Context: an optimization exercise on an open-source flow, tuned for small area, a short achievable clock period and few clock cycles. The choices shown serve that exercise and are no tape-out recipe. RTL that was checked went through simulation tests only; none was proved equivalent to the original. Only the layout flow was run in run 2; the RTL was not checked for function there. Power figures rest on the tool's default switching activity, not on a simulated workload.

==> flow/design.v (outline; a module is shown in full before it is edited, if it fits) <==
// module accq_add40: 150 lines
// module accq_nq_tree: 308 lines
// module accq_top: 331 lines
// module accq_eng: 55 lines
module accq_top (
  input  logic        clk_i,
  input  logic        rst_ni,
  input  logic        cmd_valid_i,
  input  logic [9:0]  cmd_i,
  output logic        cmd_ready_o,
  input  logic        psum_valid_i,
  input  logic [31:0] psum_i,
  output logic        psum_ready_o,
  input  logic        norm_valid_i,
  input  logic [12:0] norm_i,
  output logic        norm_ready_o,
  output logic        out_valid_o,
  output logic [63:0] out_o,
  input  logic        out_ready_i,
  output logic        busy_o
);
  // ...
==> flow/flow/run.sh <==
#!/bin/bash
# Own flow: the standard layout (standard.sh, standard synthesis unchanged) with
#  - port buffers of buf_2 instead of the default delay buffer,
#  - a clock tree without dummy loads, built from clkbuf_8,
#  - a tighter setup repair target.
# make's own output goes to standard_flow.log; ORFS keeps each step's log under orfs/logs.
set -euo pipefail
bash standard.sh \
  "BUFFER_PORTS_ARGS=-buffer_cell sky130_fd_sc_hd__buf_2" \
  "CTS_ARGS=-sink_clustering_enable -repair_clock_nets -dont_use_dummy_load -buf_list sky130_fd_sc_hd__clkbuf_8" \
  "SETUP_SLACK_MARGIN=6.3" \
  finish > standard_flow.log 2>&1
==> flow/standard.sh <==
#!/bin/bash
# synth_recipe.tcl (not shown) runs the flow's synth.tcl, then flattens the netlist and writes it again
# the make line also repeats each setting of config.mk as NAME=value (left out here)
make -C /OpenROAD-flow-scripts/flow DESIGN_CONFIG=/design/flow/config.mk WORK_HOME=/design/flow/orfs CLKGATE_MAP_FILE= SYNTH_SCRIPT=/design/flow/synth_recipe.tcl "${@:-finish}"
==> flow/config.mk <==
export PLATFORM = sky130hd
export DESIGN_NAME = accq_top
export DESIGN_NICKNAME = accq_top
export VERILOG_FILES = /design/flow/design.v
export SDC_FILE = /design/flow/constraint.sdc
export NUM_CORES = 4
export LEC_CHECK = 0
export ABC_AREA = 1
export CAP_MARGIN = 20
export CORE_MARGIN = 2
export CORE_UTILIZATION = 60
export SLEW_MARGIN = 20
==> flow/constraint.sdc <==
create_clock -name core_clock -period 10.0 [get_ports {clk_i}]
set_input_delay 2.0000 -clock core_clock [delete_from_list [all_inputs] [get_ports {clk_i}]]
set_output_delay 2.0000 -clock core_clock [all_outputs]
set_load 0.01 [all_outputs]
==> qor.yml, run 1 <==
placed_design:
  portBuffers: 129
min_path:
  min_from: "ka_q[0]"
  hold_end: "kb_q[0]"
final_layout:
  comb.multi_input.count: 1777
  fin_nets: 3194
  n_all_inverters: 400
  fill_cells: 3439
setup_path:
  slowest_stage: "dfrtp_1"
  cp.depth: 22
  startpoint: "rem[0]"
  critPathLaunchType: "flip-flop"
  cp_cell_sequence: "inv_2, ha_2, inv_1, nand2_1, nand2_1, nor2_2, nand3_4, nor2_8, nand3_4, nor2_8, nor2_1, a21oi_2, inv_1, ha_1, xor2_1, ha_1, nand2_1, o211ai_1, nand4_1, nand3_1, nand2_1, nand2_1"
  r2r_slack_ns: 6.52
power_and_ir_drop:
  power.density_nw_per_um2: 272
  switchingPower_w: 0.00291
global_route:
  first_global_vias: 18800
  met1_usage: 0.419
detailed_routing:
  num_vias: 19200
  wl_met2_um: 29300
sta:
  fin_hold_ws_ns: 0.302
  worst_pin_slew_ns: 1.07
  rsz0062_at_grt: "false"
yosys:
  synth-compound-area-share: 0.106
clock_tree:
  clkSinkCount: 497
floorplan:
  core_um2: 40700
  row_count: 74
  ios: 130
run_status:
  status: "finished clean"
Testbench counts, summed over its fixed seeds: cycles 13,168.
==> module accq_top, before the edit <==
module accq_top (
  input  logic        clk_i,
  input  logic        rst_ni,
  input  logic        cmd_valid_i,
  input  logic [9:0]  cmd_i,
  output logic        cmd_ready_o,
  input  logic        psum_valid_i,
  input  logic [31:0] psum_i,
  output logic        psum_ready_o,
  input  logic        norm_valid_i,
  input  logic [12:0] norm_i,
  output logic        norm_ready_o,
  output logic        out_valid_o,
  output logic [63:0] out_o,
  input  logic        out_ready_i,
  output logic        busy_o
);
  localparam logic [1:0] OP_CLEAR = 2'd0;
  localparam logic [1:0] OP_ACCUM = 2'd1;
  localparam logic [1:0] OP_NQ    = 2'd2;
  localparam logic [1:0] OP_SO    = 2'd3;
  logic [31:0] ring [8];
  logic [2:0]  hp;
  logic [2:0]  pr_q;    
  logic [2:0]  nr_q;    
  logic        q0_v;
  logic [1:0]  q0_op;
  logic [7:0]  q0_len;
  logic        cmd_ready_q;
  logic [7:0]  rem;             
  logic [2:0]  ptr;             
  logic        add_after_nq;    
  logic        nq_since_add;    
  logic        nq_act;
  logic [2:0]  nq_idx;
  logic        so_after, clear_after;
  logic        tail_eng;        
  logic [7:0]  cleared;
  logic        fresh;           
  logic        so_busy, so_cap;
  logic        out_valid_q;
  logic [63:0] out_sh;
  logic        busy_q;
  logic        psum_ready_q, norm_ready_q;
  logic        add_fire_q;
  logic [31:0] psum_q;
  logic        head_clr_q;
  logic        sa_v, sb_v, sc_v;
  logic        sb_last_so, sc_last_so;
  logic [3:0]  b_one_q, b_two_q, b_neg_q;   
  logic        b_s7_q;
  logic [4:0]  ka_q, kb_q, kc_q;
  logic [7:0]  sa_hi_q;
  logic [39:0] ca_q;
  logic [7:0]  p_hi_q;
  logic [31:0] head, sum;
  logic [39:0] tree_s, tree_c;
  logic [39:0] pb;
  logic [39:0] pc;
  logic [7:0]  q;
  logic [7:0]  hbyte;
  logic        cap;
  assign head = head_clr_q ? 32'd0 : ring[0];
  assign sum  = head + psum_q;
  accq_nq_tree u_tree (.a(ring[7]), .one(b_one_q), .two(b_two_q), .neg(b_neg_q), .s7(b_s7_q),
                       .sum_o(tree_s), .carry_o(tree_c));
  accq_add40 u_add40 (.a({sa_hi_q, ring[6]}), .b(ca_q), .y(pb));
  assign pc = {p_hi_q, ring[5]};
  logic [22:0] x1;
  logic [14:0] x2;
  logic [10:0] x3;
  logic [8:0]  x4;
  logic [7:0]  win;
  logic [31:0] ne, ge;
  logic        ovf;
  always_comb begin
    x1  = kc_q[4] ? pc[38:16] : pc[22:0];
    x2  = kc_q[3] ? x1[22:8]  : x1[14:0];
    x3  = kc_q[2] ? x2[14:4]  : x2[10:0];
    x4  = kc_q[1] ? x3[10:2]  : x3[8:0];
    win = kc_q[0] ? x4[8:1]   : x4[7:0];
    ne  = pc[38:7] ^ {32{pc[39]}};
    for (int j = 0; j < 32; j++) ge[j] = (5'(j) >= kc_q);
    ovf = |(ne & ge);
    q   = ovf ? (pc[39] ? 8'h80 : 8'h7f) : win;
  end
  assign hbyte = head_clr_q ? 8'd0 : ring[0][7:0];
  always_ff @(posedge clk_i) begin
    for (int m = 0; m < 4; m++) ring[m] <= ring[m+1];
    ring[4] <= sc_v ? {{24{q[7]}}, q} : ring[5];
    ring[5] <= sb_v ? pb[31:0] : ring[6];
    ring[6] <= sa_v ? tree_s[31:0] : ring[7];
    ring[7] <= sum;   
    sa_hi_q <= tree_s[39:32];
    ca_q    <= tree_c;
    p_hi_q  <= pb[39:32];
    kb_q    <= ka_q;
    kc_q    <= kb_q;
    psum_q  <= psum_hs ? psum_i : 32'd0;
    ka_q    <= norm_i[4:0];
    if (sc_v || cap) out_sh <= {(sc_v ? q : hbyte), out_sh[63:8]};
  end
  logic        psum_hs, norm_hs, cmd_hs;
  logic [7:0]  rem_n;
  logic [2:0]  ptr_n, nq_idx_n, hp_n;
  logic        nq_act_n, add_after_nq_n, nq_since_add_n, so_after_n, clear_after_n, tail_eng_n;
  logic [7:0]  cleared_n;
  logic        fresh_n, so_busy_n, so_cap_n, out_valid_n;
  logic        q0_v_n;
  logic [1:0]  q0_op_n;
  logic [7:0]  q0_len_n;
  logic        disp, fold;
  logic        pipe_busy;
  assign psum_hs   = psum_valid_i & psum_ready_q;
  assign norm_hs   = norm_valid_i & norm_ready_q;
  assign cmd_hs    = cmd_valid_i & cmd_ready_q;
  assign cap       = so_busy & (so_cap | (hp == 3'd0));
  assign hp_n      = hp + 3'd1;
  assign pipe_busy = sa_v | sb_v | sc_v;
  logic [7:0] e_rem    [4];
  logic [2:0] e_ptr    [4];
  logic [2:0] e_nq_idx [4];
  logic       e_nq_act [4];
  logic       e_aan    [4];
  logic       e_disp   [4];
  logic       e_prdy   [4];
  logic       e_nrdy   [4];
  for (genvar g = 0; g < 4; g++) begin : g_eng
    accq_eng u_eng (
      .ph_i(g[1]), .nh_i(g[0]),
      .rem_i(rem), .ptr_i(ptr), .nq_idx_i(nq_idx), .nq_act_i(nq_act),
      .add_after_nq_i(add_after_nq), .nq_since_add_i(nq_since_add),
      .q0_v_i(q0_v), .q0_op_i(q0_op), .q0_len_i(q0_len), .so_busy_i(so_busy),
      .pipe_busy_i(pipe_busy), .out_valid_i(out_valid_q), .hp_i(hp), .pr_i(pr_q), .nr_i(nr_q),
      .rem_o(e_rem[g]), .ptr_o(e_ptr[g]), .nq_idx_o(e_nq_idx[g]), .nq_act_o(e_nq_act[g]),
      .aan_o(e_aan[g]), .disp_acc_o(e_disp[g]), .psum_rdy_o(e_prdy[g]), .norm_rdy_o(e_nrdy[g])
    );
  end
  logic [1:0] hsel;
  logic       psum_ready_n, norm_ready_n;
  assign hsel         = {psum_hs, norm_hs};
  assign psum_ready_n = e_prdy[hsel];
  assign norm_ready_n = e_nrdy[hsel];
  always_comb begin
    rem_n          = e_rem[hsel];
    ptr_n          = e_ptr[hsel];
    nq_idx_n       = e_nq_idx[hsel];
    nq_act_n       = e_nq_act[hsel];
    add_after_nq_n = e_aan[hsel];
    nq_since_add_n = nq_since_add;
    so_after_n     = so_after;
    clear_after_n  = clear_after;
    tail_eng_n     = tail_eng;
    cleared_n      = cleared;
    fresh_n        = fresh;
    so_busy_n      = so_busy;
    so_cap_n       = so_cap;
    out_valid_n    = out_valid_q & ~out_ready_i;
    q0_v_n         = q0_v;
    q0_op_n        = q0_op;
    q0_len_n       = q0_len;
    if (add_fire_q) cleared_n[hp] = 1'b0;
    if (sa_v && clear_after) cleared_n[hp - 3'd1] = 1'b1;
    if (sc_v && sc_last_so) out_valid_n = 1'b1;
    if (cap) begin
      so_cap_n = (hp != 3'd7);
      if (hp == 3'd7) begin
        so_busy_n   = 1'b0;
        out_valid_n = 1'b1;
        fresh_n     = 1'b1;
      end
    end
    disp = 1'b0;
    if (q0_v && !so_busy) begin
      case (q0_op)
        OP_ACCUM: disp = e_disp[hsel];
        OP_NQ:    disp = !nq_act && !pipe_busy && !out_valid_q;
        OP_SO:    disp = (rem == 8'd0) && !nq_act && !pipe_busy && !out_valid_q;
        default:  disp = (rem == 8'd0) && !nq_act;
      endcase
    end
    if (disp) begin
      q0_v_n = 1'b0;
      case (q0_op)
        OP_ACCUM: begin
          nq_since_add_n = 1'b0;
          if (q0_len != 8'd0) fresh_n = 1'b0;
          tail_eng_n = 1'b0;
        end
        OP_NQ: begin
          so_after_n     = 1'b0;
          clear_after_n  = 1'b0;
          nq_since_add_n = 1'b1;
          fresh_n        = 1'b1;
          tail_eng_n     = 1'b1;
        end
        OP_SO: begin
          if (fresh) out_valid_n = 1'b1;
          else begin
            so_busy_n = 1'b1;
            so_cap_n  = 1'b0;
          end
          tail_eng_n = 1'b0;
        end
        default: begin
          cleared_n  = 8'hff;
          fresh_n    = 1'b0;
          tail_eng_n = 1'b0;
        end
      endcase
    end
    fold = 1'b0;
    if (cmd_hs) begin
      if (tail_eng && nq_act && !(norm_ready_q && nq_idx == 3'd7)) begin
        if (cmd_i[9:8] == OP_SO && !so_after && !clear_after) fold = 1'b1;
        if (cmd_i[9:8] == OP_CLEAR) fold = 1'b1;
      end
      if (fold) begin
        if (cmd_i[9:8] == OP_SO) so_after_n = 1'b1;
        else begin
          clear_after_n = 1'b1;
          fresh_n       = 1'b0;
          for (int j = 0; j < 8; j++) if (3'(j) < nq_idx) cleared_n[j] = 1'b1;
        end
      end else begin
        q0_v_n     = 1'b1;
        q0_op_n    = cmd_i[9:8];
        q0_len_n   = cmd_i[7:0];
        tail_eng_n = 1'b0;
      end
    end
  end
  logic [7:0] s_eff;
  logic [9:0] by;
  logic [3:0] bd_one, bd_two, bd_neg;
  logic       bd_s7;
  always_comb begin
    s_eff = (head_clr_q & ~add_fire_q) ? 8'd0 : norm_i[12:5];
    by    = {1'b0, s_eff, 1'b0};
    for (int i = 0; i < 4; i++) begin
      bd_one[i] = by[2*i+1] ^ by[2*i];
      bd_two[i] = (by[2*i+2] & ~by[2*i+1] & ~by[2*i]) | (~by[2*i+2] & by[2*i+1] & by[2*i]);
      bd_neg[i] = by[2*i+2];
    end
    bd_s7 = s_eff[7];
  end
  logic busy_n;
  assign busy_n = q0_v_n || (rem_n != 8'd0) || nq_act_n || norm_hs || pipe_busy ||
                  so_busy_n || out_valid_n;
  always_ff @(posedge clk_i or negedge rst_ni) begin
    if (!rst_ni) begin
      hp           <= '0;
      pr_q         <= '0;
      nr_q         <= '0;
      q0_v         <= 1'b0;
      q0_op        <= '0;
      q0_len       <= '0;
      cmd_ready_q  <= 1'b0;
      rem          <= '0;
      ptr          <= '0;
      add_after_nq <= 1'b0;
      nq_since_add <= 1'b0;
      nq_act       <= 1'b0;
      nq_idx       <= '0;
      so_after     <= 1'b0;
      clear_after  <= 1'b0;
      tail_eng     <= 1'b0;
      cleared      <= 8'hff;
      fresh        <= 1'b0;
      so_busy      <= 1'b0;
      so_cap       <= 1'b0;
      out_valid_q  <= 1'b0;
      busy_q       <= 1'b0;
      psum_ready_q <= 1'b0;
      norm_ready_q <= 1'b0;
      add_fire_q   <= 1'b0;
      head_clr_q   <= 1'b1;
      b_one_q      <= '0;
      b_two_q      <= '0;
      b_neg_q      <= '0;
      b_s7_q       <= 1'b0;
      sa_v         <= 1'b0;
      sb_v         <= 1'b0;
      sc_v         <= 1'b0;
      sb_last_so   <= 1'b0;
      sc_last_so   <= 1'b0;
    end else begin
      hp           <= hp_n;
      pr_q         <= ptr_n - hp_n;
      nr_q         <= nq_idx_n - hp_n;
      q0_v         <= q0_v_n;
      q0_op        <= q0_op_n;
      q0_len       <= q0_len_n;
      cmd_ready_q  <= ~q0_v_n;
      rem          <= rem_n;
      ptr          <= ptr_n;
      add_after_nq <= add_after_nq_n;
      nq_since_add <= nq_since_add_n;
      nq_act       <= nq_act_n;
      nq_idx       <= nq_idx_n;
      so_after     <= so_after_n;
      clear_after  <= clear_after_n;
      tail_eng     <= tail_eng_n;
      cleared      <= cleared_n;
      fresh        <= fresh_n;
      so_busy      <= so_busy_n;
      so_cap       <= so_cap_n;
      out_valid_q  <= out_valid_n;
      busy_q       <= busy_n;
      psum_ready_q <= psum_ready_n;
      norm_ready_q <= norm_ready_n;
      add_fire_q   <= psum_hs;
      head_clr_q   <= cleared_n[hp_n];
      b_one_q      <= bd_one;
      b_two_q      <= bd_two;
      b_neg_q      <= bd_neg;
      b_s7_q       <= bd_s7;
      sa_v         <= norm_hs;
      sb_v         <= sa_v;
      sc_v         <= sb_v;
      sb_last_so   <= sa_v && (hp == 3'd0) && so_after;
      sc_last_so   <= sb_last_so;
    end
  end
  assign cmd_ready_o  = cmd_ready_q;
  assign psum_ready_o = psum_ready_q;
  assign norm_ready_o = norm_ready_q;
  assign out_valid_o  = out_valid_q;
  assign out_o        = out_sh;
  assign busy_o       = busy_q;
endmodule
==> module accq_eng, before the edit <==
module accq_eng (
  input  logic       ph_i,
  input  logic       nh_i,
  input  logic [7:0] rem_i,
  input  logic [2:0] ptr_i,
  input  logic [2:0] nq_idx_i,
  input  logic       nq_act_i,
  input  logic       add_after_nq_i,
  input  logic       nq_since_add_i,
  input  logic       q0_v_i,
  input  logic [1:0] q0_op_i,
  input  logic [7:0] q0_len_i,
  input  logic       so_busy_i,
  input  logic       pipe_busy_i,
  input  logic       out_valid_i,
  input  logic [2:0] hp_i,
  input  logic [2:0] pr_i,       
  input  logic [2:0] nr_i,       
  output logic [7:0] rem_o,
  output logic [2:0] ptr_o,
  output logic [2:0] nq_idx_o,
  output logic       nq_act_o,
  output logic       aan_o,
  output logic       disp_acc_o,
  output logic       psum_rdy_o,
  output logic       norm_rdy_o
);
  logic [2:0] pr_o, nr_o;   
  logic [2:0] dd;
  always_comb begin
    rem_o      = rem_i - {7'd0, ph_i};
    ptr_o      = ptr_i + {2'd0, ph_i};
    nq_idx_o   = nq_idx_i + {2'd0, nh_i};
    nq_act_o   = nq_act_i & ~(nh_i & (nq_idx_i == 3'd7));
    aan_o      = add_after_nq_i & nq_act_o;
    disp_acc_o = q0_v_i && !so_busy_i && (q0_op_i == 2'd1) && (rem_o == 8'd0);
    if (disp_acc_o) begin
      rem_o = q0_len_i;
      aan_o = nq_act_o;
    end
    if (q0_v_i && !so_busy_i && (q0_op_i == 2'd2) && !nq_act_i && !pipe_busy_i && !out_valid_i)
      nq_act_o = 1'b1;
    pr_o = pr_i + {2'd0, ph_i} - 3'd1;
    if (disp_acc_o && nq_since_add_i) begin
      ptr_o = 3'd0;
      pr_o  = 3'd7 - hp_i;
    end
    nr_o = nr_i + {2'd0, nh_i} - 3'd1;
    dd   = 3'd0 - pr_o;
    psum_rdy_o = (rem_o != 8'd0) && (pr_o == 3'd1) &&
                 (!aan_o || !nq_act_o || (ptr_o < nq_idx_o));
    norm_rdy_o = nq_act_o && (nr_o == 3'd0) &&
                 (aan_o || (rem_o == 8'd0) || ((rem_o[7:3] == 5'd0) && (dd >= rem_o[2:0])));
  end
endmodule
==> run 2: changes to the inputs <==
--- a/flow/design.v
+++ b/flow/design.v
@@ -548,9 +548,8 @@
   logic [63:0] out_sh;
   logic        busy_q;
   logic        psum_ready_q, norm_ready_q;
-  logic        add_fire_q;
-  logic [31:0] psum_q;
   logic        head_clr_q;
+  logic        r7_clr_q;      
   logic        sa_v, sb_v, sc_v;
   logic        sb_last_so, sc_last_so;
   logic [3:0]  b_one_q, b_two_q, b_neg_q;   
@@ -567,11 +566,11 @@
   logic [7:0]  hbyte;
   logic        cap;
   assign head = head_clr_q ? 32'd0 : ring[0];
-  assign sum  = head + psum_q;
-  accq_nq_tree u_tree (.a(ring[7]), .one(b_one_q), .two(b_two_q), .neg(b_neg_q), .s7(b_s7_q),
+  assign sum  = head + psum_i;
+  accq_nq_tree u_tree (.a(ring[6]), .one(b_one_q), .two(b_two_q), .neg(b_neg_q), .s7(b_s7_q),
                        .sum_o(tree_s), .carry_o(tree_c));
-  accq_add40 u_add40 (.a({sa_hi_q, ring[6]}), .b(ca_q), .y(pb));
-  assign pc = {p_hi_q, ring[5]};
+  accq_add40 u_add40 (.a({sa_hi_q, ring[5]}), .b(ca_q), .y(pb));
+  assign pc = {p_hi_q, ring[4]};
   logic [22:0] x1;
   logic [14:0] x2;
   logic [10:0] x3;
@@ -592,17 +591,17 @@
   end
   assign hbyte = head_clr_q ? 8'd0 : ring[0][7:0];
   always_ff @(posedge clk_i) begin
-    for (int m = 0; m < 4; m++) ring[m] <= ring[m+1];
-    ring[4] <= sc_v ? {{24{q[7]}}, q} : ring[5];
-    ring[5] <= sb_v ? pb[31:0] : ring[6];
-    ring[6] <= sa_v ? tree_s[31:0] : ring[7];
-    ring[7] <= sum;   
+    for (int m = 0; m < 3; m++) ring[m] <= ring[m+1];
+    ring[3] <= sc_v ? {{24{q[7]}}, q} : ring[4];
+    ring[4] <= sb_v ? pb[31:0] : ring[5];
+    ring[5] <= sa_v ? tree_s[31:0] : ring[6];
+    ring[6] <= ring[7];
+    ring[7] <= psum_hs ? sum : head;
     sa_hi_q <= tree_s[39:32];
     ca_q    <= tree_c;
     p_hi_q  <= pb[39:32];
     kb_q    <= ka_q;
     kc_q    <= kb_q;
-    psum_q  <= psum_hs ? psum_i : 32'd0;
     ka_q    <= norm_i[4:0];
     if (sc_v || cap) out_sh <= {(sc_v ? q : hbyte), out_sh[63:8]};
   end
@@ -630,15 +629,26 @@
   logic       e_aan    [4];
   logic       e_disp   [4];
   logic       e_prdy   [4];
+  logic       e_rz     [4];
+  logic       e_r1     [4];
+  logic       e_rlt8   [4];
+  logic       e_rlt9   [4];
+  logic [2:0] e_pr     [4];
+  logic [2:0] e_nr     [4];
+  logic [7:0] rem_dec;
+  logic       rz_q, r1_q, rlt8_q, rlt9_q;
+  assign rem_dec = rem - 8'd1;
   logic       e_nrdy   [4];
   for (genvar g = 0; g < 4; g++) begin : g_eng
     accq_eng u_eng (
       .ph_i(g[1]), .nh_i(g[0]),
-      .rem_i(rem), .ptr_i(ptr), .nq_idx_i(nq_idx), .nq_act_i(nq_act),
+      .rem_i(rem), .rem_dec_i(rem_dec), .rz_i(rz_q), .r1_i(r1_q), .rlt8_i(rlt8_q), .rlt9_i(rlt9_q),
+      .ptr_i(ptr), .nq_idx_i(nq_idx), .nq_act_i(nq_act),
       .add_after_nq_i(add_after_nq), .nq_since_add_i(nq_since_add),
       .q0_v_i(q0_v), .q0_op_i(q0_op), .q0_len_i(q0_len), .so_busy_i(so_busy),
       .pipe_busy_i(pipe_busy), .out_valid_i(out_valid_q), .hp_i(hp), .pr_i(pr_q), .nr_i(nr_q),
-      .rem_o(e_rem[g]), .ptr_o(e_ptr[g]), .nq_idx_o(e_nq_idx[g]), .nq_act_o(e_nq_act[g]),
+      .rem_o(e_rem[g]), .rz_o(e_rz[g]), .r1_o(e_r1[g]), .rlt8_o(e_rlt8[g]), .rlt9_o(e_rlt9[g]),
+      .ptr_o(e_ptr[g]), .pr_o(e_pr[g]), .nq_idx_o(e_nq_idx[g]), .nr_o(e_nr[g]), .nq_act_o(e_nq_act[g]),
       .aan_o(e_aan[g]), .disp_acc_o(e_disp[g]), .psum_rdy_o(e_prdy[g]), .norm_rdy_o(e_nrdy[g])
     );
   end
@@ -665,8 +675,8 @@
     q0_v_n         = q0_v;
     q0_op_n        = q0_op;
     q0_len_n       = q0_len;
-    if (add_fire_q) cleared_n[hp] = 1'b0;
-    if (sa_v && clear_after) cleared_n[hp - 3'd1] = 1'b1;
+    if (psum_hs) cleared_n[hp] = 1'b0;
+    if (sa_v && clear_after) cleared_n[hp - 3'd2] = 1'b1;
     if (sc_v && sc_last_so) out_valid_n = 1'b1;
     if (cap) begin
       so_cap_n = (hp != 3'd7);
@@ -681,8 +691,8 @@
       case (q0_op)
         OP_ACCUM: disp = e_disp[hsel];
         OP_NQ:    disp = !nq_act && !pipe_busy && !out_valid_q;
-        OP_SO:    disp = (rem == 8'd0) && !nq_act && !pipe_busy && !out_valid_q;
-        default:  disp = (rem == 8'd0) && !nq_act;
+        OP_SO:    disp = rz_q && !nq_act && !pipe_busy && !out_valid_q;
+        default:  disp = rz_q && !nq_act;
       endcase
     end
     if (disp) begin
@@ -741,7 +751,7 @@
   logic [3:0] bd_one, bd_two, bd_neg;
   logic       bd_s7;
   always_comb begin
-    s_eff = (head_clr_q & ~add_fire_q) ? 8'd0 : norm_i[12:5];
+    s_eff = r7_clr_q ? 8'd0 : norm_i[12:5];
     by    = {1'b0, s_eff, 1'b0};
     for (int i = 0; i < 4; i++) begin
       bd_one[i] = by[2*i+1] ^ by[2*i];
@@ -751,13 +761,17 @@
     bd_s7 = s_eff[7];
   end
   logic busy_n;
-  assign busy_n = q0_v_n || (rem_n != 8'd0) || nq_act_n || norm_hs || pipe_busy ||
+  assign busy_n = q0_v_n || !e_rz[hsel] || nq_act_n || norm_hs || pipe_busy ||
                   so_busy_n || out_valid_n;
   always_ff @(posedge clk_i or negedge rst_ni) begin
     if (!rst_ni) begin
       hp           <= '0;
       pr_q         <= '0;
       nr_q         <= '0;
+      rz_q         <= 1'b1;
+      r1_q         <= 1'b0;
+      rlt8_q       <= 1'b1;
+      rlt9_q       <= 1'b1;
       q0_v         <= 1'b0;
       q0_op        <= '0;
       q0_len       <= '0;
@@ -779,8 +793,8 @@
       busy_q       <= 1'b0;
       psum_ready_q <= 1'b0;
       norm_ready_q <= 1'b0;
-      add_fire_q   <= 1'b0;
       head_clr_q   <= 1'b1;
+      r7_clr_q     <= 1'b1;
       b_one_q      <= '0;
       b_two_q      <= '0;
       b_neg_q      <= '0;
@@ -792,8 +806,12 @@
       sc_last_so   <= 1'b0;
     end else begin
       hp           <= hp_n;
-      pr_q         <= ptr_n - hp_n;
-      nr_q         <= nq_idx_n - hp_n;
+      pr_q         <= e_pr[hsel];
+      nr_q         <= e_nr[hsel];
+      rz_q         <= e_rz[hsel];
+      r1_q         <= e_r1[hsel];
+      rlt8_q       <= e_rlt8[hsel];
+      rlt9_q       <= e_rlt9[hsel];
       q0_v         <= q0_v_n;
       q0_op        <= q0_op_n;
       q0_len       <= q0_len_n;
@@ -815,8 +833,8 @@
       busy_q       <= busy_n;
       psum_ready_q <= psum_ready_n;
       norm_ready_q <= norm_ready_n;
-      add_fire_q   <= psum_hs;
       head_clr_q   <= cleared_n[hp_n];
+      r7_clr_q     <= cleared_n[hp];
       b_one_q      <= bd_one;
       b_two_q      <= bd_two;
       b_neg_q      <= bd_neg;
@@ -824,7 +842,7 @@
       sa_v         <= norm_hs;
       sb_v         <= sa_v;
       sc_v         <= sb_v;
-      sb_last_so   <= sa_v && (hp == 3'd0) && so_after;
+      sb_last_so   <= sa_v && (hp == 3'd1) && so_after;
       sc_last_so   <= sb_last_so;
     end
   end
@@ -839,6 +857,11 @@
   input  logic       ph_i,
   input  logic       nh_i,
   input  logic [7:0] rem_i,
+  input  logic [7:0] rem_dec_i,      
+  input  logic       rz_i,           
+  input  logic       r1_i,           
+  input  logic       rlt8_i,         
+  input  logic       rlt9_i,         
   input  logic [2:0] ptr_i,
   input  logic [2:0] nq_idx_i,
   input  logic       nq_act_i,
@@ -854,39 +877,55 @@
   input  logic [2:0] pr_i,       
   input  logic [2:0] nr_i,       
   output logic [7:0] rem_o,
+  output logic       rz_o,
+  output logic       r1_o,
+  output logic       rlt8_o,
+  output logic       rlt9_o,
   output logic [2:0] ptr_o,
+  output logic [2:0] pr_o,       
   output logic [2:0] nq_idx_o,
+  output logic [2:0] nr_o,       
   output logic       nq_act_o,
   output logic       aan_o,
   output logic       disp_acc_o,
   output logic       psum_rdy_o,
   output logic       norm_rdy_o
 );
-  logic [2:0] pr_o, nr_o;   
-  logic [2:0] dd;
+  logic       zero, lt8;
+  logic [2:0] lo, dd;
   always_comb begin
-    rem_o      = rem_i - {7'd0, ph_i};
+    rem_o      = ph_i ? rem_dec_i : rem_i;
+    zero       = ph_i ? r1_i : rz_i;
+    lt8        = ph_i ? rlt9_i : rlt8_i;
+    lo         = rem_o[2:0];
     ptr_o      = ptr_i + {2'd0, ph_i};
+    pr_o       = pr_i + {2'd0, ph_i} - 3'd1;
     nq_idx_o   = nq_idx_i + {2'd0, nh_i};
+    nr_o       = nr_i + {2'd0, nh_i} - 3'd1;
     nq_act_o   = nq_act_i & ~(nh_i & (nq_idx_i == 3'd7));
     aan_o      = add_after_nq_i & nq_act_o;
-    disp_acc_o = q0_v_i && !so_busy_i && (q0_op_i == 2'd1) && (rem_o == 8'd0);
+    disp_acc_o = q0_v_i && !so_busy_i && (q0_op_i == 2'd1) && zero;
     if (disp_acc_o) begin
       rem_o = q0_len_i;
+      zero  = (q0_len_i == 8'd0);
+      lt8   = (q0_len_i[7:3] == 5'd0);
+      lo    = q0_len_i[2:0];
       aan_o = nq_act_o;
+      if (nq_since_add_i) begin
+        ptr_o = 3'd0;
+        pr_o  = ~hp_i;
+      end
     end
     if (q0_v_i && !so_busy_i && (q0_op_i == 2'd2) && !nq_act_i && !pipe_busy_i && !out_valid_i)
       nq_act_o = 1'b1;
-    pr_o = pr_i + {2'd0, ph_i} - 3'd1;
-    if (disp_acc_o && nq_since_add_i) begin
-      ptr_o = 3'd0;
-      pr_o  = 3'd7 - hp_i;
-    end
-    nr_o = nr_i + {2'd0, nh_i} - 3'd1;
-    dd   = 3'd0 - pr_o;
-    psum_rdy_o = (rem_o != 8'd0) && (pr_o == 3'd1) &&
+    rz_o   = (rem_o == 8'd0);
+    r1_o   = (rem_o == 8'd1);
+    rlt8_o = (rem_o[7:3] == 5'd0);
+    rlt9_o = (rem_o[7:3] == 5'd0) || (rem_o == 8'd8);
+    dd     = 3'd7 - pr_o;    
+    psum_rdy_o = !zero && (pr_o == 3'd0) &&
                  (!aan_o || !nq_act_o || (ptr_o < nq_idx_o));
-    norm_rdy_o = nq_act_o && (nr_o == 3'd0) &&
-                 (aan_o || (rem_o == 8'd0) || ((rem_o[7:3] == 5'd0) && (dd >= rem_o[2:0])));
+    norm_rdy_o = nq_act_o && (nr_o == 3'd7) &&
+                 (aan_o || zero || (lt8 && (dd >= lo)));
   end
 endmodule
--- a/flow/flow/run.sh
+++ b/flow/flow/run.sh
@@ -8,5 +8,5 @@
 bash standard.sh \
   "BUFFER_PORTS_ARGS=-buffer_cell sky130_fd_sc_hd__buf_2" \
   "CTS_ARGS=-sink_clustering_enable -repair_clock_nets -dont_use_dummy_load -buf_list sky130_fd_sc_hd__clkbuf_8" \
-  "SETUP_SLACK_MARGIN=6.3" \
+  "SETUP_SLACK_MARGIN=6.6" \
   finish > standard_flow.log 2>&1
==> run 2 against run 1 <==
Effect of this change: first-iteration DRC count up 22%; clock power is 6% lower; sequential share of layout area down 2.4 points; cell count grew 7.2%; setup slack better by 0.17 ns; highest routed layer is now met4.
==> qor.yml, run 2 <==
clock_tree:
  root_buffer: "clkbuf_8"  # unchanged
  clk_path_buf_depth: 3  # unchanged
  clock_latency_ns: 0.65  # was 0.66 ns
  clkSinkCount: 469  # was 497
  h-tree-depth: 3  # unchanged
  clkTransAtPathRegs_ns: 0.06  # about the same
  cts_buffers: 77  # was 81
  cts_tree: "yes"  # unchanged
final_layout:
  fin_nets: 3434  # was 3,194
  mostFrequentLayoutCells: "nand2_1, inv_1, dfxtp_1"  # was nand2_1, dfxtp_1, inv_1
  reg.largest.list: "ring x256, out_sh x64, ca_q x39"  # unchanged
  syn2layout_area_growth_pct: 9.07  # was 9.02%
  fill_cells: 3514  # was 3,439
  stdcell_count: 3679  # was 3,433
  drive_above_1_share: 0.0973  # was 0.0997
  finalInstanceArea_um2: 27300  # was 27,000 µm²
  largest_reg_flops: 256  # unchanged
  top_register: "ring"  # unchanged
  layout_commonest_cell: "nand2_1"  # unchanged
  multiInputGateArea_um2: 12600  # was 11,900 µm²
  regArea_um2: 10400  # was 11,000 µm²
run_status:
  status: "finished clean"  # unchanged
detailed_routing:
  detail-route-antenna-nets: 0  # unchanged
  num_vias: 20800  # was 19,200
  wire_per_inst_um: 19.2  # was 18.9 µm
  wl_um: 70500  # was 65,000 µm
  drc: 0  # unchanged
  dr.pass1.iters: 5  # unchanged
  dr.first_iter.drc_count: 1797  # was 1,472
  viasPerCell: 5.65  # was 5.59
floorplan:
  dieArea_um2: 43300  # was 42,900 µm²
  ios: 130  # unchanged
  row_count: 74  # unchanged
  fp.dieH_um: 208  # was 207 µm
  die_x_um: 208  # was 207 µm
  initial_core_util: 0.609  # was 0.607
  core_um2: 41000  # was 40,700 µm²
sta:
  setup_viol: 0  # unchanged
  worst_pin_slew_ns: 1.08  # was 1.07 ns
  slew_violations: 0  # unchanged
  fmax_ghz: 0.302  # was 0.288 GHz
  period_needed_ns: 3.31  # was 3.48 ns
  min_period_over_period: 0.331  # was 0.348
  slew_headroom: 0.282  # was 0.285
  finalHoldViolations: 0  # unchanged
  skew_ns: 0.0435  # was 0.0507 ns
  rsz0062_at_grt: "true"  # was false
  tns_ns: 0  # unchanged
yosys:
  syn_avg_cell_area_um2: 8.30  # was 8.94 µm²
  ys_ff_latch: 469  # was 497
  synth_area_leaders: "dfxtp_1, nand2_1, fa_1"  # was dfxtp_1, fa_1, nand2_1
  syn_inst: 3013  # was 2,767
  synthArstFlopShare: 0.168  # was 0.151
  netlist.area_leader.share: 0.261  # was 0.290
  ys_seq_area_frac: 0.418  # was 0.444
  ys_top_cells_by_count: "nand2_1, inv_1, dfxtp_1"  # unchanged
  netlist-cell-type-count: 54  # was 56
  yosysWarningCount: 18  # was 12
  synth.most_common_cell: "nand2_1"  # unchanged
  synth-main-ff-cell: "dfxtp_1"  # unchanged
  synth.cell_area_um2: 25000  # was 24,700 µm²
  synth_nets: 3300  # was 3,059
  yosys.area.top_type: "dfxtp_1"  # unchanged
  synth-edff-count: 64  # unchanged
setup_path:
  r2r-end: "ring[5][30]"  # was norm_ready_q
  r2r_slack_ns: 6.69  # was 6.52 ns
  critPathLaunchType: "flip-flop"  # unchanged
  critPathKind: "reg2reg"  # unchanged
  r2r-start: "b_one_q[1]"  # was rem[0]
  reg2reg_depth: 8  # was 22
  cp.required_ns: 10.47  # was 10.58 ns
  worstSetupEndpointType: "flip-flop"  # unchanged
  arrival_ns: 3.78  # was 4.05 ns
  path_max_fanout: 15  # was 6
placed_design:
  dpl-instance-area_um2: 26000  # was 25,800 µm²
  portBuffers: 129  # unchanged
  place_congestion: 0.970  # was 0.934
  dp_hpwl_um: 51900  # was 47,500 µm
  place_inst: 3581  # was 3,345
power_and_ir_drop:
  power.density_nw_per_um2: 210  # was 272 nW/µm²
  max-vdd-ir-drop_uv: 169  # was 256 µV
  p_leak_nw: 13.2  # was 12.9 nW
global_route:
  grt_max_degree: 80  # was 69
  antenna_found_initial: 0  # was 2
  grt-ovfl-total: 0  # unchanged
  grt_use_total: 0.321  # was 0.304
  grt_pass1_wl_um: 109000  # was 102,000 µm
  first_global_vias: 20000  # was 18,800
min_path:
  hold_end: "ring[1][19]"  # was kb_q[0]
  hold_depth: 0  # unchanged
  worstHoldPathType: "reg2reg"  # unchanged
  min_from: "ring[2][19]"  # was ka_q[0]
flow_run:
  max_cap_violations: 0  # unchanged
==> run 2: through the flow <==
step / setup WS (ns) / power [W] / util / hold WS (ns)
5_1_grt: 6.56 / 0.00613 / 0.665 / 0.319
3_5_place_dp: 5.87 / 0.00435 / 0.633 / 0.312
4_1_cts: 6.65 / 0.00569 / 0.660 / 0.310
2_1_floorplan: 6.61 / 0.00380 / - / 0.310
3_3_place_gp: 5.96 / 0.00425 / 0.633 / 0.310
6_report: 6.69 / 0.00573 / 0.665 / 0.317
==> run 2: per-layer routing <==
metal / wire (µm) / GRT usage
met1: 30600 / 0.438
met2: 32000 / 0.511
met3: 5300 / 0.0584
met4: 2610 / 0.122
met5: 0 / 0
==> run 2: logic make-up after synthesis <==
kind of cell    synth area share
compound gates             0.101
mux                     0.000851
fa+ha+maj                  0.146
buf+inv                   0.0817
xor+xnor                  0.0603
simple gates               0.193
flops                      0.418
==> run 2: cell type report <==
| class | instances | area share |
|---|---|---|
| Antenna cell | 2 | 0.000184 |
| Tap cell | 532 | 0.0244 |
| Timing Repair inverter | 6 | 0.00165 |
| Sequential cell | 469 | 0.383 |
| Timing Repair Buffer | 152 | 0.0316 |
| Inverter | 415 | 0.0589 |
| Clock buffer | 77 | 0.0389 |
| Multi-Input combinational cell | 2026 | 0.461 |
==> run 2: power breakdown <==
group          switching (W)  leakage [nW]  internal, W  total (W)
clock network       0.000667         0.554     0.000677    0.00134
logic                0.00121          8.40     0.000682    0.00189
registers           0.000236          4.20      0.00226    0.00249
total                0.00211          13.2      0.00362    0.00573
==> run 2: worst max-delay path by stage <==
stage,end,from,slack (ns)
detailed placement,busy_q,psum_valid_i,5.87
CTS,ring[5][17],b_neg_q[1],6.65
floorplan,ring[7][14],psum_i[7],6.61
global route,ring[5][26],b_two_q[1],6.56
global placement,busy_q,psum_valid_i,5.96
finish,ring[5][30],b_one_q[1],6.69
==> run 2: worst max-delay path, stage by stage, from the launching register on <==
cell and delay [ns]:
dfrtp_1 0.51, clkinvlp_4 0.47, o22ai_1 0.34, xor2_1 0.23, fa_1 0.49, fa_1 0.52
fa_1 0.41, nand2_1 0.07, o21ai_0 0.10
==> run 2: what timing repair did <==
item / 4_1_cts / 5_1_grt
hold buffers: 0 / 0
setup endpoints to repair: 56 / 43
pin swaps: 0 / 0
cloned: 0 / 6
gates resized for setup: 10 / 15
setup buffers: 3 / 9
==> run 3: changes to the inputs <==
--- a/flow/design.v
+++ b/flow/design.v
@@ -773,8 +773,6 @@
       rlt8_q       <= 1'b1;
       rlt9_q       <= 1'b1;
       q0_v         <= 1'b0;
-      q0_op        <= '0;
-      q0_len       <= '0;
       cmd_ready_q  <= 1'b0;
       rem          <= '0;
       ptr          <= '0;
@@ -782,28 +780,19 @@
       nq_since_add <= 1'b0;
       nq_act       <= 1'b0;
       nq_idx       <= '0;
-      so_after     <= 1'b0;
-      clear_after  <= 1'b0;
       tail_eng     <= 1'b0;
       cleared      <= 8'hff;
       fresh        <= 1'b0;
       so_busy      <= 1'b0;
-      so_cap       <= 1'b0;
       out_valid_q  <= 1'b0;
       busy_q       <= 1'b0;
       psum_ready_q <= 1'b0;
       norm_ready_q <= 1'b0;
       head_clr_q   <= 1'b1;
       r7_clr_q     <= 1'b1;
-      b_one_q      <= '0;
-      b_two_q      <= '0;
-      b_neg_q      <= '0;
-      b_s7_q       <= 1'b0;
       sa_v         <= 1'b0;
       sb_v         <= 1'b0;
       sc_v         <= 1'b0;
-      sb_last_so   <= 1'b0;
-      sc_last_so   <= 1'b0;
     end else begin
       hp           <= hp_n;
       pr_q         <= e_pr[hsel];
@@ -813,8 +802,6 @@
       rlt8_q       <= e_rlt8[hsel];
       rlt9_q       <= e_rlt9[hsel];
       q0_v         <= q0_v_n;
-      q0_op        <= q0_op_n;
-      q0_len       <= q0_len_n;
       cmd_ready_q  <= ~q0_v_n;
       rem          <= rem_n;
       ptr          <= ptr_n;
@@ -822,30 +809,34 @@
       nq_since_add <= nq_since_add_n;
       nq_act       <= nq_act_n;
       nq_idx       <= nq_idx_n;
-      so_after     <= so_after_n;
-      clear_after  <= clear_after_n;
       tail_eng     <= tail_eng_n;
       cleared      <= cleared_n;
       fresh        <= fresh_n;
       so_busy      <= so_busy_n;
-      so_cap       <= so_cap_n;
       out_valid_q  <= out_valid_n;
       busy_q       <= busy_n;
       psum_ready_q <= psum_ready_n;
       norm_ready_q <= norm_ready_n;
       head_clr_q   <= cleared_n[hp_n];
       r7_clr_q     <= cleared_n[hp];
-      b_one_q      <= bd_one;
-      b_two_q      <= bd_two;
-      b_neg_q      <= bd_neg;
-      b_s7_q       <= bd_s7;
       sa_v         <= norm_hs;
       sb_v         <= sa_v;
       sc_v         <= sb_v;
-      sb_last_so   <= sa_v && (hp == 3'd1) && so_after;
-      sc_last_so   <= sb_last_so;
     end
   end
+  always_ff @(posedge clk_i) begin
+    q0_op        <= q0_op_n;
+    q0_len       <= q0_len_n;
+    so_after     <= so_after_n;
+    clear_after  <= clear_after_n;
+    so_cap       <= so_cap_n;
+    b_one_q      <= bd_one;
+    b_two_q      <= bd_two;
+    b_neg_q      <= bd_neg;
+    b_s7_q       <= bd_s7;
+    sb_last_so   <= sa_v && (hp == 3'd1) && so_after;
+    sc_last_so   <= sb_last_so;
+  end
   assign cmd_ready_o  = cmd_ready_q;
   assign psum_ready_o = psum_ready_q;
   assign norm_ready_o = norm_ready_q;
--- a/flow/config.mk
+++ b/flow/config.mk
@@ -8,5 +8,5 @@
 export ABC_AREA = 1
 export CAP_MARGIN = 20
 export CORE_MARGIN = 2
-export CORE_UTILIZATION = 60
+export CORE_UTILIZATION = 70
 export SLEW_MARGIN = 20
==> run 3 against run 2 <==
Effect of this change: sequential power increased by about 20%; sequential share of layout area increased by 0.25 points; still clean on timing, DRC and antenna; critical path type unchanged; first-iteration DRC count rose by 46%; synthesized cell count decreased by 1.5%; via count rose by 3.6%; cell count fell by 3.4%; wire length up 6.4%; largest power group is now combinational cells; critical endpoint is now ring[5][29]; clock skew increased by 0.023 ns; highest routed layer is now met5.
==> qor.yml, run 3 <==
flow_run:
  max_cap_violations: 0  # unchanged
clock_tree:
  h-tree-depth: 3  # unchanged
  cts_buffers: 76  # was 77
  root_buffer: "clkbuf_8"  # unchanged
  clkSinkCount: 469  # unchanged
  clock_latency_ns: 0.66  # was 0.65 ns
  clk_path_buf_depth: 3  # unchanged
  clkTransAtPathRegs_ns: 0.06  # about the same
  cts_tree: "yes"  # unchanged
setup_path:
  slowest_stage: "dfxtp_1"  # was fa_1
  path_max_fanout: 16  # was 15
  critPathKind: "reg2reg"  # unchanged
  cp_cell_sequence: "clkinvlp_4, o22ai_1, xor2_1, fa_1, inv_1, fa_1, fa_1, nand2_1, o21ai_0"  # was clkinvlp_4, o22ai_1, xor2_1, fa_1, fa_1, fa_1, nand2_1, o21ai_0
  worstSetupEndpointType: "flip-flop"  # unchanged
  cp.required_ns: 10.51  # was 10.47 ns
  critPathLaunchType: "flip-flop"  # unchanged
  arrival_ns: 3.98  # was 3.78 ns
  critPathMostFrequentCell: "fa_1"  # unchanged
  critical_path.max_stage_delay_ns: 0.52  # about the same
yosys:
  ys_ff_latch: 469  # unchanged
  synthArstFlopShare: 0.111  # was 0.168
  synthMuxAreaShare: 0.00126  # was 0.000851
  synth_xor_area_frac: 0.0628  # was 0.0603
  yosys.area_share.simple: 0.190  # was 0.193
  synth.cell_area_um2: 24800  # was 25,000 µm²
  yosys.area.top_type: "dfxtp_1"  # unchanged
  ys_top_cells_by_count: "nand2_1, inv_1, dfxtp_1"  # unchanged
  synth-edff-count: 74  # was 64
  synth-compound-area-share: 0.0959  # was 0.101
  syn_avg_cell_area_um2: 8.37  # was 8.30 µm²
  synth_nets: 3255  # was 3,300
  synth_fa_ha_area_frac: 0.147  # was 0.146
  ys_seq_area_frac: 0.419  # was 0.418
  synth-main-ff-cell: "dfxtp_1"  # unchanged
  synth_area_leaders: "dfxtp_1, nand2_1, edfxtp_1"  # was dfxtp_1, nand2_1, fa_1
  synth.most_common_cell: "nand2_1"  # unchanged
  netlist.area_leader.share: 0.276  # was 0.261
  synth_top_family_by_area: "simple AND/OR/NAND/NOR gates"  # unchanged
  netlist-cell-type-count: 54  # unchanged
  yosysWarningCount: 18  # unchanged
  syn_inst: 2968  # was 3,013
global_route:
  grt_pass1_wl_um: 114000  # was 109,000 µm
  grt_max_degree: 69  # was 80
  antenna_found_initial: 7  # was 0
  grt-ovfl-total: 0  # unchanged
  first_global_vias: 21300  # was 20,000
  grt_use_total: 0.403  # was 0.321
floorplan:
  ios: 130  # unchanged
  initial_core_util: 0.715  # was 0.609
  core_um2: 34700  # was 41,000 µm²
  dieArea_um2: 37000  # was 43,300 µm²
  row_count: 68  # was 74
  fp.dieH_um: 192  # was 208 µm
  die_x_um: 192  # was 208 µm
sta:
  tns_ns: 0  # unchanged
  min_period_over_period: 0.347  # was 0.331
  fmax_ghz: 0.288  # was 0.302 GHz
  finalHoldViolations: 0  # unchanged
  rsz0062_at_grt: "true"  # unchanged
  slew_headroom: 0.389  # was 0.282
  worst_pin_slew_ns: 0.915  # was 1.08 ns
  skew_ns: 0.0663  # was 0.0435 ns
  period_needed_ns: 3.47  # was 3.31 ns
  setup_viol: 0  # unchanged
  slew_violations: 0  # unchanged
power_and_ir_drop:
  max-vdd-ir-drop_uv: 191  # was 169 µV
  p_leak_nw: 13.1  # was 13.2 nW
  power.density_nw_per_um2: 290  # was 210 nW/µm²
  total_power_w: 0.00782  # was 0.00573 W
detailed_routing:
  viasPerCell: 6.05  # was 5.65
  detail-route-antenna-nets: 0  # unchanged
  drc: 0  # unchanged
  dr.pass1.iters: 9  # was 5
  wire_per_inst_um: 21.1  # was 19.2 µm
  dr.first_iter.drc_count: 2628  # was 1,797
  num_vias: 21500  # was 20,800
  wl_um: 75100  # was 70,500 µm
final_layout:
  mostFrequentLayoutCells: "nand2_1, inv_1, dfxtp_1"  # unchanged
  fin_nets: 3387  # was 3,434
  reg.largest.list: "ring x256, out_sh x64, ca_q x39"  # unchanged
  top_register: "ring"  # unchanged
  fill_cells: 2297  # was 3,514
  regArea_um2: 10400  # about the same
  multiInputGateArea_um2: 12400  # was 12,600 µm²
  largest_reg_flops: 256  # unchanged
  drive_above_1_share: 0.0975  # was 0.0973
  layout_commonest_cell: "nand2_1"  # unchanged
  syn2layout_area_growth_pct: 8.71  # was 9.07%
placed_design:
  place_congestion: 0.975  # was 0.970
  portBuffers: 129  # unchanged
  dp_hpwl_um: 52800  # was 51,900 µm
min_path:
  worstHoldPathType: "reg2reg"  # unchanged
run_status:
  status: "finished clean"  # unchanged
[run 3: changes by cell type after synthesis, sizes merged, moves of 5 or more]
cell,delta
dfrtp,-27
nand3,+10
nor3,+5
a21oi,+7
nand2,-52
dfxtp,+17
xnor2,+8
inv,+13
o21ai,-21
edfxtp,+10
[run 3: layout make-up]
class,instances,area share
multi-input cells,1971,0.459
flip-flops and latches,469,0.386
inverters,428,0.0611
clock buffers,76,0.0387
repair buffers,148,0.0324
well taps,455,0.0211
repair inverters,6,0.00167
diodes,1,0.0000927
[run 3: logic make-up after synthesis]
family / Yosys count
compound gates: 420
xor+xnor: 178
fa+ha+maj: 226
buf+inv: 528
flops: 469
mux: 3
simple gates: 1144
[run 3: worst max-delay path, delay by kind of cell (launching register included)]
| kind | cells | cell delay (ns) |
|---|---|---|
| compound gates | 2 | 0.44 |
| xor+xnor | 1 | 0.31 |
| fa+ha+maj | 3 | 1.43 |
| buf+inv | 2 | 0.54 |
| flops | 1 | 0.52 |
| simple gates | 1 | 0.11 |
[run 3: per-layer routing]
| layer | track usage | wire length [µm] | vias up |
|---|---|---|---|
| met2 | 0.657 | 33900 | 1426 |
| met1 | 0.491 | 27900 | 9949 |
| met4 | 0.227 | 5200 | 12 |
| li1 | - | - | 9708 |
| met5 | 0 | 70 | - |
| met3 | 0.0998 | 7950 | 417 |
[run 3: timing repair]
| action | 4_1_cts | 5_1_grt |
|---|---|---|
| resized for setup | 13 | 13 |
| buffers inserted | 0 | 9 |
| hold buffers | 0 | 0 |
| cloned | 1 | 5 |
| setup endpoints to repair | 52 | 46 |
[run 3: where the power goes]
group	total, W	switching, W	internal [W]
logic	0.00347	0.00220	0.00127
registers	0.00299	0.000438	0.00255
clock network	0.00136	0.000691	0.000669
total	0.00782	0.00333	0.00449
[run 3: stage by stage]
| stage | cell area (µm²) | util | instances | setup WS [ns] | hold slack (ns) |
|---|---|---|---|---|---|
| final | 27000 | 0.778 | 3554 | 6.53 | 0.281 |
| after CTS | 26800 | 0.771 | 3538 | 6.58 | 0.283 |
| after global routing | 27000 | 0.778 | 3553 | 6.54 | 0.288 |
| after floorplan | 24900 | - | 2968 | 6.61 | 0.310 |
| after detailed placement | 25700 | 0.740 | 3461 | 5.75 | 0.312 |
| after global placement | 25700 | 0.740 | 3461 | 5.79 | 0.311 |
[run 3: path summary, 6_finish.rpt]
path / start / to / slack (ns) / cells past startpoint
max: b_two_q[2] / ring[5][29] / 6.53 / 9
min: ring[1][11] / ring[0][11] / 0.28 / 0
max reg2reg: b_two_q[2] / ring[5][29] / 6.53 / 9
min reg2reg: ring[1][11] / ring[0][11] / 0.28 / 0
max in group asynchronous: rst_ni / sa_v / 7.95 / 2
min in group asynchronous: rst_ni / rem[1] / 1.51 / 2
Testbench counts of run 3, summed over its fixed seeds: cycles 13,176.
==> run 4: changes to the inputs <==
--- a/flow/flow/run.sh
+++ b/flow/flow/run.sh
@@ -7,6 +7,6 @@
 set -euo pipefail
 bash standard.sh \
   "BUFFER_PORTS_ARGS=-buffer_cell sky130_fd_sc_hd__buf_2" \
-  "CTS_ARGS=-sink_clustering_enable -repair_clock_nets -dont_use_dummy_load -buf_list sky130_fd_sc_hd__clkbuf_8" \
+  "CTS_ARGS=-sink_clustering_enable -repair_clock_nets -dont_use_dummy_load -buf_list sky130_fd_sc_hd__clkbuf_16 -sink_clustering_size 24 -sink_clustering_max_diameter 80" \
   "SETUP_SLACK_MARGIN=6.6" \
   finish > standard_flow.log 2>&1
--- a/flow/config.mk
+++ b/flow/config.mk
@@ -8,5 +8,5 @@
 export ABC_AREA = 1
 export CAP_MARGIN = 20
 export CORE_MARGIN = 2
-export CORE_UTILIZATION = 70
+export CORE_UTILIZATION = 60
 export SLEW_MARGIN = 20
==> run 4 against run 3 <==
Effect of this change: still clean; first-iteration DRC count is 27% lower; critical path type is now reg2out; critical path depth is 8 lower; die area is 16% higher; via count is 6.2% lower; largest cell class unchanged; non-clock buffer count is 1 higher.
==> qor.yml, run 4 <==
setup_path:
  worstPathBufferInverterCount: 1  # was 2
  cp.required_ns: 8.00  # was 10.51 ns
  critical_path.max_stage_delay_ns: 0.53  # was 0.52 ns
  arrival_ns: 1.33  # was 3.98 ns
  path_max_fanout: 4  # was 16
  worstSetupEndpointType: "output port"  # was flip-flop
  critPathTopFamily: "flip-flops"  # was adder cells
  critPathKind: "reg2out"  # was reg2reg
  cp_cell_sequence: "buf_2"  # was clkinvlp_4, o22ai_1, xor2_1, fa_1, inv_1, fa_1, fa_1, nand2_1, o21ai_0
  slowest_stage: "dfrtp_1"  # was dfxtp_1
  critPathLaunchType: "flip-flop"  # unchanged
  r2r_slack_ns: 6.69  # was 6.53 ns
detailed_routing:
  detail-route-antenna-nets: 0  # unchanged
  wire_per_inst_um: 19.5  # was 21.1 µm
  wl_um: 70000  # was 75,100 µm
  viasPerCell: 5.63  # was 6.05
  drc: 0  # unchanged
  num_vias: 20200  # was 21,500
  dr.first_iter.drc_count: 1922  # was 2,628
  dr.pass1.iters: 6  # was 9
yosys:
  ys_seq_area_frac: 0.419  # unchanged
  netlist-cell-type-count: 54  # unchanged
  synth-compound-area-share: 0.0959  # unchanged
  synth-edff-count: 74  # unchanged
  synthArstFlopShare: 0.111  # unchanged
  synth_xor_area_frac: 0.0628  # unchanged
  synth_top_family_by_area: "simple AND/OR/NAND/NOR gates"  # unchanged
  syn_inst: 2968  # unchanged
  syn_avg_cell_area_um2: 8.37  # unchanged
  synth_area_leaders: "dfxtp_1, nand2_1, edfxtp_1"  # unchanged
  synth.most_common_cell: "nand2_1"  # unchanged
  ys_ff_latch: 469  # unchanged
  yosys.area_share.simple: 0.190  # unchanged
  synth_fa_ha_area_frac: 0.147  # unchanged
  yosysWarningCount: 18  # unchanged
  synthMuxAreaShare: 0.00126  # unchanged
  netlist.area_leader.share: 0.276  # unchanged
  ys_top_cells_by_count: "nand2_1, inv_1, dfxtp_1"  # unchanged
  synth_nets: 3255  # unchanged
  synth.cell_area_um2: 24800  # unchanged
  yosys.area.top_type: "dfxtp_1"  # unchanged
  synth-main-ff-cell: "dfxtp_1"  # unchanged
floorplan:
  ios: 130  # unchanged
  core_um2: 40800  # was 34,700 µm²
  dieArea_um2: 43000  # was 37,000 µm²
  initial_core_util: 0.608  # was 0.715
  die_x_um: 207  # was 192 µm
  fp.dieH_um: 207  # was 192 µm
  row_count: 74  # was 68
global_route:
  grt_max_degree: 69  # unchanged
  grt-ovfl-total: 0  # unchanged
  grt_use_total: 0.314  # was 0.403
  first_global_vias: 19400  # was 21,300
  grt_pass1_wl_um: 107000  # was 114,000 µm
  antenna_found_initial: 2  # was 7
flow_run:
  max_cap_violations: 0  # unchanged
clock_tree:
  cts_tree: "yes"  # unchanged
  h-tree-depth: 1  # was 3
  root_buffer: "clkbuf_16"  # was clkbuf_8
  clkSinkCount: 469  # unchanged
  clkTransAtPathRegs_ns: 0.08  # was 0.06 ns
  cts_buffers: 27  # was 76
  clock_latency_ns: 0.61  # was 0.66 ns
  clk_path_buf_depth: 3  # unchanged
final_layout:
  largest_reg_flops: 256  # unchanged
  syn2layout_area_growth_pct: 7.59  # was 8.71%
  top_register: "ring"  # unchanged
  stdcell_count: 3583  # was 3,554
  fin_nets: 3339  # was 3,387
  drive_above_1_share: 0.0836  # was 0.0975
  mostFrequentLayoutCells: "nand2_1, inv_1, dfxtp_1"  # unchanged
  layout_commonest_cell: "nand2_1"  # unchanged
  reg.largest.list: "ring x256, out_sh x64, ca_q x39"  # unchanged
sta:
  fin_ws_ns: 6.67  # was 6.53 ns
  fin_hold_ws_ns: 0.265  # was 0.281 ns
  finalHoldViolations: 0  # unchanged
  tns_ns: 0  # unchanged
  fmax_ghz: 0.300  # was 0.288 GHz
  skew_ns: 0.0753  # was 0.0663 ns
  setup_viol: 0  # unchanged
  worst_pin_slew_ns: 1.14  # was 0.915 ns
  slew_headroom: 0.238  # was 0.389
  slew_violations: 0  # unchanged
  period_needed_ns: 3.33  # was 3.47 ns
  min_period_over_period: 0.333  # was 0.347
  rsz0062_at_grt: "true"  # unchanged
power_and_ir_drop:
  power.density_nw_per_um2: 272  # was 290 nW/µm²
  p_leak_nw: 12.9  # was 13.1 nW
  max-vdd-ir-drop_uv: 204  # was 191 µV
run_status:
  status: "finished clean"  # unchanged
placed_design:
  pre_cts_ws_ns: 5.73  # was 5.75 ns
  place_inst: 3537  # was 3,461
  place_congestion: 0.920  # was 0.975
  portBuffers: 129  # unchanged
  dp_hpwl_um: 51700  # was 52,800 µm
min_path:
  worstHoldPathType: "reg2reg"  # unchanged
run 4: changes by cell type in the layout (fill, tap and decap cells not counted), sizes merged:
| cell | previous run | this run |
|---|---|---|
| clkbuf | 78 | 27 |
| buf | 146 | 149 |
| clkinv | 36 | 35 |
| inv | 384 | 385 |
run 4: final cells by class:
type                       instances  area [µm²]
multi-input combinational       1971       12400
timing repair buffer             149         878
fill                            3421       14100
antenna                            1        2.50
inverter                         428        1650
tap                              532         666
timing repair inverter             6        45.0
clock buffer                      27         676
sequential                       469       10400
run 4: path summary, 6_finish.rpt:
| check | startpoint | endpoint | depth (start not counted) |
|---|---|---|---|
| max in group asynchronous | rst_ni | hp[0] | 2 |
| max reg2reg | b_one_q[0] | ring[5][24] | 9 |
| min in group asynchronous | rst_ni | rem[1] | 2 |
| max | out_valid_q | out_valid_o | 1 |
| min reg2reg | ring[2][16] | ring[1][16] | 0 |
| min | ring[2][16] | ring[1][16] | 0 |
run 4: cell families (layout without fill, tap and decap cells):
logic type / count (synthesis) / in the layout
flops: 469 / 469
simple gates: 1144 / 1144
mux: 3 / 3
compound gates: 420 / 420
xor+xnor: 178 / 178
buf+inv: 528 / 610
other cells: 0 / 1
fa+ha+maj: 226 / 226
run 4: worst reg2reg max path, cell delays in order (launching register included):
cell and delay (ns):
dfxtp_1 0.53, clkinvlp_4 0.46, o22ai_1 0.33, xor2_1 0.13, fa_1 0.56, inv_1 0.05
fa_1 0.47, fa_1 0.47, nand2_1 0.07, o21ai_0 0.09
run 4: what timing repair did:
action,CTS,global route
hold buffers,0,0
setup endpoints to repair,55,35
buffers inserted,0,11
gates cloned,0,6
gates resized for setup,10,17
run 4: where the power goes:
part	switching (W)	internal [W]	total [W]	leakage, nW
sequential	0.000416	0.00254	0.00296	4.13
clock	0.000588	0.000477	0.00107	0.333
combinational	0.00202	0.00122	0.00324	8.39
total	0.00302	0.00424	0.00726	12.9
run 4: stage by stage:
step | power, W | utilization | cell area, µm²
floorplan | 0.00516 | - | 24900
finish | 0.00726 | 0.654 | 26700
global placement | 0.00594 | 0.631 | 25800
global route | 0.00785 | 0.654 | 26700
CTS | 0.00718 | 0.648 | 26500
detailed placement | 0.00612 | 0.631 | 25800
run 4: layer usage:
metal | wire (µm) | track usage | vias up
met5 | 11 | 0 | -
met4 | 2360 | 0.0931 | 2
met3 | 5630 | 0.0508 | 158
met2 | 32100 | 0.513 | 853
met1 | 29900 | 0.433 | 9543
li1 | - | - | 9613
==> run 5: changes to the inputs <==
--- a/flow/flow/run.sh
+++ b/flow/flow/run.sh
@@ -7,6 +7,6 @@
 set -euo pipefail
 bash standard.sh \
   "BUFFER_PORTS_ARGS=-buffer_cell sky130_fd_sc_hd__buf_2" \
-  "CTS_ARGS=-sink_clustering_enable -repair_clock_nets -dont_use_dummy_load -buf_list sky130_fd_sc_hd__clkbuf_16 -sink_clustering_size 24 -sink_clustering_max_diameter 80" \
+  "CTS_ARGS=-sink_clustering_enable -repair_clock_nets -dont_use_dummy_load -buf_list sky130_fd_sc_hd__clkbuf_8 -sink_clustering_size 16 -sink_clustering_max_diameter 60" \
   "SETUP_SLACK_MARGIN=6.6" \
   finish > standard_flow.log 2>&1
==> run 5 against run 4 <==
Effect of this change: clock skew is 0.011 ns lower; synthesized cell count stayed put; wire length is 0.34% higher; highest routed layer unchanged.
==> qor.yml, run 5 <==
run_status:
  status: "finished clean"  # unchanged
clock_tree:
  h-tree-depth: 2  # was 1
  root_buffer: "clkbuf_8"  # was clkbuf_16
  clkSinkCount: 469  # unchanged
  clkTransAtPathRegs_ns: 0.09  # was 0.08 ns
  clk_path_buf_depth: 3  # unchanged
  cts_tree: "yes"  # unchanged
  clock_latency_ns: 0.65  # was 0.61 ns
  cts_buffers: 42  # was 27
global_route:
  grt-ovfl-total: 0  # unchanged
  first_global_vias: 19600  # was 19,400
  grt_max_degree: 69  # unchanged
  grt_use_total: 0.318  # was 0.314
  antenna_found_initial: 3  # was 2
  grt_pass1_wl_um: 108000  # was 107,000 µm
setup_path:
  startpoint: "out_valid_q"  # unchanged
  cp.required_ns: 8.00  # about the same
  slowest_stage: "dfrtp_1"  # unchanged
  path_max_fanout: 4  # unchanged
  arrival_ns: 1.33  # about the same
  cp_cell_sequence: "buf_2"  # unchanged
  r2r-end: "ring[5][12]"  # was ring[5][24]
  critPathTopFamily: "flip-flops"  # unchanged
  critPathKind: "reg2out"  # unchanged
  critical_path.max_stage_delay_ns: 0.52  # was 0.53 ns
  r2r_slack_ns: 6.71  # was 6.69 ns
  reg2reg_depth: 9  # unchanged
  r2r-start: "b_two_q[2]"  # was b_one_q[0]
  worstSetupEndpointType: "output port"  # unchanged
  critPathLaunchType: "flip-flop"  # unchanged
  worstPathBufferInverterCount: 1  # unchanged
min_path:
  hold_depth: 0  # unchanged
  hold_end: "ring[0][9]"  # was ring[1][16]
  worstHoldPathType: "reg2reg"  # unchanged
  min_from: "ring[1][9]"  # was ring[2][16]
detailed_routing:
  drc: 0  # unchanged
  dr.pass1.iters: 6  # unchanged
  viasPerCell: 5.61  # was 5.63
  dr.first_iter.drc_count: 2033  # was 1,922
  wire_per_inst_um: 19.5  # about the same
  detail-route-antenna-nets: 0  # unchanged
  num_vias: 20200  # about the same
  wl_um: 70300  # was 70,000 µm
yosys:
  synthArstFlopShare: 0.111  # unchanged
  yosys.area.top_type: "dfxtp_1"  # unchanged
  netlist.area_leader.share: 0.276  # unchanged
  ys_seq_area_frac: 0.419  # unchanged
  ys_ff_latch: 469  # unchanged
  synth_area_leaders: "dfxtp_1, nand2_1, edfxtp_1"  # unchanged
  synth_nets: 3255  # unchanged
  synth.cell_area_um2: 24800  # unchanged
  synth-edff-count: 74  # unchanged
  syn_inst: 2968  # unchanged
  synth.most_common_cell: "nand2_1"  # unchanged
  ys_top_cells_by_count: "nand2_1, inv_1, dfxtp_1"  # unchanged
  yosysWarningCount: 18  # unchanged
  syn_avg_cell_area_um2: 8.37  # unchanged
  netlist-cell-type-count: 54  # unchanged
  synth-main-ff-cell: "dfxtp_1"  # unchanged
final_layout:
  multiInputGateArea_um2: 12400  # about the same
  fill_cells: 3459  # was 3,421
  mostFrequentLayoutCells: "nand2_1, inv_1, dfxtp_1"  # unchanged
  finalInstanceArea_um2: 26700  # about the same
  fin_nets: 3359  # was 3,339
  layout_commonest_cell: "nand2_1"  # unchanged
  syn2layout_area_growth_pct: 7.48  # was 7.59%
  top_register: "ring"  # unchanged
  regArea_um2: 10400  # about the same
  drive_above_1_share: 0.0899  # was 0.0836
  finish.utilization: 0.654  # about the same
  reg.largest.list: "ring x256, out_sh x64, ca_q x39"  # unchanged
  largest_reg_flops: 256  # unchanged
floorplan:
  core_um2: 40800  # unchanged
  die_x_um: 207  # unchanged
  fp.dieH_um: 207  # unchanged
  row_count: 74  # unchanged
  dieArea_um2: 43000  # unchanged
  ios: 130  # unchanged
  initial_core_util: 0.608  # unchanged
placed_design:
  portBuffers: 129  # unchanged
  pre_cts_ws_ns: 5.73  # unchanged
  dp_hpwl_um: 51700  # unchanged
  place_congestion: 0.920  # unchanged
  dpl-instance-area_um2: 25800  # unchanged
power_and_ir_drop:
  p_leak_nw: 12.9  # about the same
  seq_power_share: 0.411  # was 0.407
  intPower_w: 0.00415  # was 0.00424 W
  power.density_nw_per_um2: 269  # was 272 nW/µm²
  p_sw_frac: 0.422  # was 0.416
  pwr-share-clk: 0.135  # was 0.147
  max-vdd-ir-drop_uv: 207  # was 204 µV
  switchingPower_w: 0.00304  # was 0.00302 W
  combPwrFrac: 0.454  # was 0.446
sta:
  slew_headroom: 0.256  # was 0.238
  min_period_over_period: 0.333  # about the same
  fin_ws_ns: 6.67  # about the same
  period_needed_ns: 3.33  # about the same
  slew_violations: 0  # unchanged
  skew_ns: 0.0644  # was 0.0753 ns
  finalHoldViolations: 0  # unchanged
  setup_viol: 0  # unchanged
  rsz0062_at_grt: "false"  # was true
  tns_ns: 0  # unchanged
  worst_pin_slew_ns: 1.11  # was 1.14 ns
  fmax_ghz: 0.300  # about the same
flow_run:
  max_cap_violations: 0  # unchanged
-- run 5: per-stage QoR --
stage / hold slack [ns] / total power, W / cells
6_report: 0.303 / 0.00719 / 3604
5_1_grt: 0.311 / 0.00778 / 3602
4_1_cts: 0.311 / 0.00709 / 3579
3_5_place_dp: 0.312 / 0.00612 / 3537
3_3_place_gp: 0.310 / 0.00594 / 3537
2_1_floorplan: 0.310 / 0.00516 / 2968
-- run 5: cell type report --
type	instances	share of cell area
multi-input combinational	1971	0.464
sequential	469	0.390
inverter	428	0.0617
timing repair buffer	154	0.0352
tap	532	0.0249
clock buffer	42	0.0217
timing repair inverter	6	0.00169
antenna	2	0.000187
-- run 5: worst max path at each step --
stage | to | slack [ns] | depth (start not counted)
final | out_valid_o | 6.67 | 1
after floorplan | ring[7][26] | 6.61 | 13
after global placement | busy_q | 5.73 | 12
after detailed placement | busy_q | 5.73 | 12
after global routing | busy_q | 6.61 | 12
after CTS | ring[5][31] | 6.60 | 8
-- run 5: cell families after synthesis --
kind of cell,synth area share
and+or+nand+nor,0.190
DFF,0.419
AOI/OAI and AO/OA,0.0959
adders and majority gates,0.147
buffers and inverters,0.0847
muxes,0.00126
xor gates and xnor gates,0.0628
-- run 5: power groups by stage --
| stage | clock [W] | sequential, W | combinational (W) |
|---|---|---|---|
| 5_1_grt | 0.00105 | 0.00301 | 0.00371 |
| 6_report | 0.000967 | 0.00296 | 0.00327 |
| 3_5_place_dp | 0 | 0.00297 | 0.00314 |
| 3_3_place_gp | 0 | 0.00296 | 0.00297 |
| 2_1_floorplan | 0 | 0.00282 | 0.00234 |
| 4_1_cts | 0.000992 | 0.00294 | 0.00316 |
-- run 5: repair_timing --
item / CTS / global route
resized for setup: 12 / 17
gates cloned: 0 / 6
endpoints found under the setup margin: 53 / 45
endpoints found under the hold margin: 0 / 0
hold buffers: 0 / 0
setup buffers: 0 / 16
-- run 5: metal layers --
metal | wire length, µm | share of wire | GRT usage
met2 | 32300 | 0.46 | 0.513
met1 | 30200 | 0.43 | 0.434
met4 | 2520 | 0.036 | 0.114
met5 | 13 | 0.00019 | 0
met3 | 5140 | 0.073 | 0.0522
-- run 5: worst reg2reg max path, cell delays in order, from the launching register on --
cell and delay [ns]:
dfxtp_1 0.52, clkinvlp_4 0.46, o22ai_1 0.28, xor2_1 0.25, fa_1 0.46, inv_1 0.08
fa_1 0.44, fa_1 0.46, nand2_1 0.07, o21ai_0 0.09
